From an optimization exercise on the open Yosys and OpenROAD flow, aimed at small area; shortcuts taken in it are not production practice. In this exercise RTL edits were held to simulation tests only and were not proved equivalent to the original. Power figures rest on the tool's default switching activity, not on a simulated workload.

## red
==> module resp_word_ram, before the edit <==
module resp_word_ram #(
  parameter int DEPTH_WORDS = 64,
  parameter int WORD_W      = 32,
  parameter int AW          = 6
) (
  input  logic              clk_i,
  input  logic              clr_ni,
  input  logic              we_i,
  input  logic [AW-1:0]     waddr_i,
  input  logic [WORD_W-1:0] wdata_i,
  input  logic              re_i,
  input  logic [AW-1:0]     raddr_i,
  output logic [WORD_W-1:0] rdata_o
);
  logic                   phase_q;
  logic [DEPTH_WORDS-1:0] valid_q;
  logic [WORD_W-1:0]      s_q [DEPTH_WORDS];
  logic [DEPTH_WORDS-1:0] wsel;
  logic [DEPTH_WORDS-1:0] rsel;
  logic [WORD_W-1:0]      wx;
  logic [WORD_W-1:0]      acc;
  logic                   hit;
  always_comb begin
    for (int i = 0; i < DEPTH_WORDS; i++) begin
      wsel[i] = we_i && (waddr_i == AW'(i));
      rsel[i] = (raddr_i == AW'(i));
    end
  end
  assign wx = wdata_i ^ {WORD_W{phase_q}};
  always_ff @(posedge clk_i or negedge clr_ni) begin
    if (!clr_ni) begin
      phase_q <= 1'b0;
      valid_q <= '0;
    end else begin
      phase_q <= ~phase_q;
      valid_q <= valid_q | wsel;
    end
  end
  for (genvar i = 0; i < DEPTH_WORDS; i++) begin : g_row
    resp_word_row #(.WORD_W(WORD_W)) u_row (
      .clk_i (clk_i),
      .we_i  (wsel[i]),
      .wen_i (~wsel[i]),
      .x_i   (wx),
      .s_o   (s_q[i])
    );
  end
  localparam int NG = (DEPTH_WORDS + 2) / 3;
  logic [3*NG-1:0] rsel_x;
  logic [NG-1:0]   grp_n [WORD_W];
  assign rsel_x = (3*NG)'(rsel);
  for (genvar b = 0; b < WORD_W; b++) begin : g_rbit
    for (genvar g = 0; g < NG; g++) begin : g_grp
      if (3*g + 2 < DEPTH_WORDS) begin : g_3
        resp_aoi222 u_aoi (
          .a0_i (rsel_x[3*g]),     .b0_i (s_q[3*g][b]),
          .a1_i (rsel_x[3*g + 1]), .b1_i (s_q[3*g + 1][b]),
          .a2_i (rsel_x[3*g + 2]), .b2_i (s_q[3*g + 2][b]),
          .y_o  (grp_n[b][g])
        );
      end else if (3*g + 1 < DEPTH_WORDS) begin : g_2
        resp_aoi22 u_aoi (
          .a0_i (rsel_x[3*g]),     .b0_i (s_q[3*g][b]),
          .a1_i (rsel_x[3*g + 1]), .b1_i (s_q[3*g + 1][b]),
          .y_o  (grp_n[b][g])
        );
      end else begin : g_1
        assign grp_n[b][g] = ~(rsel_x[3*g] & s_q[3*g][b]);
      end
    end
    assign acc[b] = ~&grp_n[b];
  end
  assign hit     = re_i && valid_q[raddr_i];
  assign rdata_o = {WORD_W{hit}} & (acc ^ {WORD_W{phase_q}});
endmodule
==> module data_mem_responder, before the edit <==
module data_mem_responder #(
  parameter int DEPTH_WORDS = 64,
  parameter int LATENCY     = 2
) (
  input  logic        clk,
  input  logic        rst,
  input  logic        req_valid,
  output logic        req_ready,
  input  logic        req_write,
  input  logic [31:0] req_addr,
  input  logic [31:0] req_wdata,
  output logic        resp_valid,
  input  logic        resp_ready,
  output logic [31:0] resp_rdata,
  output logic        resp_err
);
  localparam int AW = (DEPTH_WORDS > 1) ? $clog2(DEPTH_WORDS) : 1;
  logic [2:0]    st_q;
  logic [AW-1:0] addr_q;
  logic          err_q;
  logic          ld_q;
  logic [31:0]   rdata_q;
  logic [31:0]   ram_rdata;
  logic          idle;
  logic          resp;
  logic          in_err;
  logic          wr_go;
  logic          resp_next;
  assign idle   = (st_q == 3'b000);
  assign resp   = st_q[2];
  assign in_err = (req_addr[1:0] != 2'b00) || ({2'b00, req_addr[31:2]} >= 32'(DEPTH_WORDS));
  assign wr_go  = idle && req_valid && req_write && !in_err;
  assign resp_next = (st_q == 3'b010) || (resp && !resp_ready);
  always_ff @(posedge clk or negedge rst) begin
    if (!rst) begin
      st_q <= 3'b000;
    end else begin
      case (st_q)
        3'b000:  st_q <= req_valid ? 3'b001 : 3'b000;
        3'b001:  st_q <= 3'b011;
        3'b011:  st_q <= 3'b010;
        3'b010:  st_q <= 3'b100;
        3'b100:  st_q <= resp_ready ? 3'b000 : 3'b100;
        default: st_q <= 3'b000;
      endcase
    end
  end
  always_ff @(posedge clk or negedge rst) begin
    if (!rst) begin
      rdata_q <= '0;
    end else begin
      rdata_q <= ram_rdata;
    end
  end
  always_ff @(posedge clk) begin
    if (idle) begin
      addr_q <= req_addr[AW+1:2];
      err_q  <= in_err;
      ld_q   <= !req_write && !in_err;
    end
  end
  resp_word_ram #(
    .DEPTH_WORDS (DEPTH_WORDS),
    .WORD_W      (WORD_W),
    .AW          (AW)
  ) u_ram (
    .clk_i   (clk),
    .clr_ni  (rst),
    .we_i    (wr_go),
    .waddr_i (req_addr[AW+1:2]),
    .wdata_i (req_wdata),
    .re_i    (resp_next && ld_q),
    .raddr_i (addr_q),
    .rdata_o (ram_rdata)
  );
  assign req_ready  = idle;
  assign resp_valid = resp;
  assign resp_rdata = rdata_q;
  assign resp_err   = resp && err_q;
endmodule
export LEC_CHECK = 0
export CAP_MARGIN = 10
export CELL_PAD_IN_SITES_DETAIL_PLACEMENT = 1
export CORE_MARGIN = 2
export CORE_UTILIZATION = 40
export PLACE_DENSITY = 0.5
export SETUP_SLACK_MARGIN = 0.3
export SLEW_MARGIN = 25
export SYNTH_HIERARCHICAL = 1
export SYNTH_MINIMUM_KEEP_SIZE = 0
create_clock -name core_clock -period 5.0 [get_ports {clk}]
standard.sh (not shown) runs the stock make flow with config.mk's settings and CLKGATE_MAP_FILE= SYNTH_SCRIPT=/design/flow/synth_recipe.tcl, a recipe that flattens the netlist after the stock synthesis.
==> flow/flow/run.sh <==
#!/bin/bash
# Standard layout with CTS and port-buffer options changed; each tool logs under orfs/logs.
set -euo pipefail
bash standard.sh "CTS_ARGS=-sink_clustering_enable -repair_clock_nets -dont_use_dummy_load -buf_list sky130_fd_sc_hd__clkbuf_8 -sink_clustering_size 14 -sink_clustering_max_diameter 45" 'BUFFER_PORTS_ARGS=-buffer_cell sky130_fd_sc_hd__buf_1' finish > standard.log 2>&1
Having completed the whole flow, red delivered a layout that passed the timing, DRC and antenna checks.
#### Input delta (blue over red)
-- flow/design.v --
<<< red, line 16
  input  logic [WORD_W-1:0] wdata_i,
  input  logic              re_i,
  input  logic [AW-1:0]     raddr_i,
  output logic [WORD_W-1:0] rdata_o
);
>>> blue, line 16
  input  logic [WORD_W-1:0] wdata_i,
  input  logic              re_i,
  input  logic [11:0]       raddr_pd_i,   
  output logic [WORD_W-1:0] rdata_o
);
<<< red, line 30
    for (int i = 0; i < DEPTH_WORDS; i++) begin
      wsel[i] = we_i && (waddr_i == AW'(i));
      rsel[i] = (raddr_i == AW'(i));
    end
  end
>>> blue, line 30
    for (int i = 0; i < DEPTH_WORDS; i++) begin
      wsel[i] = we_i && (waddr_i == AW'(i));
      rsel[i] = raddr_pd_i[i % 4] && raddr_pd_i[4 + (i / 4) % 4] && raddr_pd_i[8 + (i / 16) % 4];
    end
  end
<<< red, line 77
    assign acc[b] = ~&grp_n[b];
  end
  assign hit     = re_i && valid_q[raddr_i];
  assign rdata_o = {WORD_W{hit}} & (acc ^ {WORD_W{phase_q}});
endmodule
>>> blue, line 77
    assign acc[b] = ~&grp_n[b];
  end
  assign hit     = re_i && |(rsel & valid_q);
  assign rdata_o = {WORD_W{hit}} & (acc ^ {WORD_W{phase_q}});
endmodule
<<< red, line 133
  localparam int AW = (DEPTH_WORDS > 1) ? $clog2(DEPTH_WORDS) : 1;
  logic [2:0]    st_q;
  logic [AW-1:0] addr_q;
  logic          err_q;
  logic          ld_q;
>>> blue, line 133
  localparam int AW = (DEPTH_WORDS > 1) ? $clog2(DEPTH_WORDS) : 1;
  logic [2:0]    st_q;
  logic [11:0]   addr_pd_q;   
  logic [11:0]   addr_pd;
  logic          err_q;
  logic          ld_q;
<<< red, line 144
  logic          resp_next;
  assign idle   = (st_q == 3'b000);
  assign resp   = st_q[2];
  assign in_err = (req_addr[1:0] != 2'b00) || ({2'b00, req_addr[31:2]} >= 32'(DEPTH_WORDS));
>>> blue, line 145
  logic          resp_next;
  assign idle   = (st_q == 3'b000);
  always_comb begin
    for (int g = 0; g < 3; g++) begin
      for (int k = 0; k < 4; k++) begin
        addr_pd[4*g + k] = (req_addr[2 + 2*g +: 2] == 2'(k));
      end
    end
  end
  assign resp   = st_q[2];
  assign in_err = (req_addr[1:0] != 2'b00) || ({2'b00, req_addr[31:2]} >= 32'(DEPTH_WORDS));
<<< red, line 171
  always_ff @(posedge clk) begin
    if (idle) begin
      addr_q <= req_addr[AW+1:2];
      err_q  <= in_err;
      ld_q   <= !req_write && !in_err;
>>> blue, line 179
  always_ff @(posedge clk) begin
    if (idle) begin
      addr_pd_q <= addr_pd;
      err_q  <= in_err;
      ld_q   <= !req_write && !in_err;
<<< red, line 187
    .wdata_i (req_wdata),
    .re_i    (resp_next && ld_q),
    .raddr_i (addr_q),
    .rdata_o (ram_rdata)
  );
>>> blue, line 195
    .wdata_i (req_wdata),
    .re_i    (resp_next && ld_q),
    .raddr_pd_i (addr_pd_q),
    .rdata_o (ram_rdata)
  );
- Lower critical path depth was reported by blue, not red.
- blue: sequential share of layout area higher than red
- blue against red: final non-filler cell total did not really move, non-clock buffer count fell about 1.9%.
- The number of inserted filler cells in the final layout of blue is lower than that of red.
- Total detailed-routing wirelength (blue over red): increase, 1.4 mm
- Against red, blue comes in 120 ps lower on register-to-register slack.
- red and blue ended up with roughly the same synthesized flop and latch total.
- The post-synthesis share of cell area spent on xor and xnor gates on blue is in line with that on red.
- blue against red: worst reg-to-reg path cell count went down by 2; sequential group share of total power went down by 1.7 points.

[what the ideal ports hide]
Ports are ideal in the flow. The routed layouts listed here were re-timed in OpenROAD. Step 1, drivers: a clkbuf_16 drives clk and a buf_2 each remaining input, both assumed. Step 2 also shifts input and output timing later by t, the mid clock arrival at the registers, as if the neighbouring blocks saw the same clock. Three values: ideal, step 1, step 2; two values: the first two.
run | t, ns | setup WS [ns] | clock arrival spread, ns
red | 1.058 | 0.520 / 0.520 / 0.307 | 0.140 / 0.140
blue | 1.087 | 0.404 / 0.404 / 0.293 | 0.137 / 0.137
After both steps setup and hold are still met in every run listed. For red, which loses most, drivers alone change the setup slack by 0.000 ns; drivers and shift together by -0.213 ns.
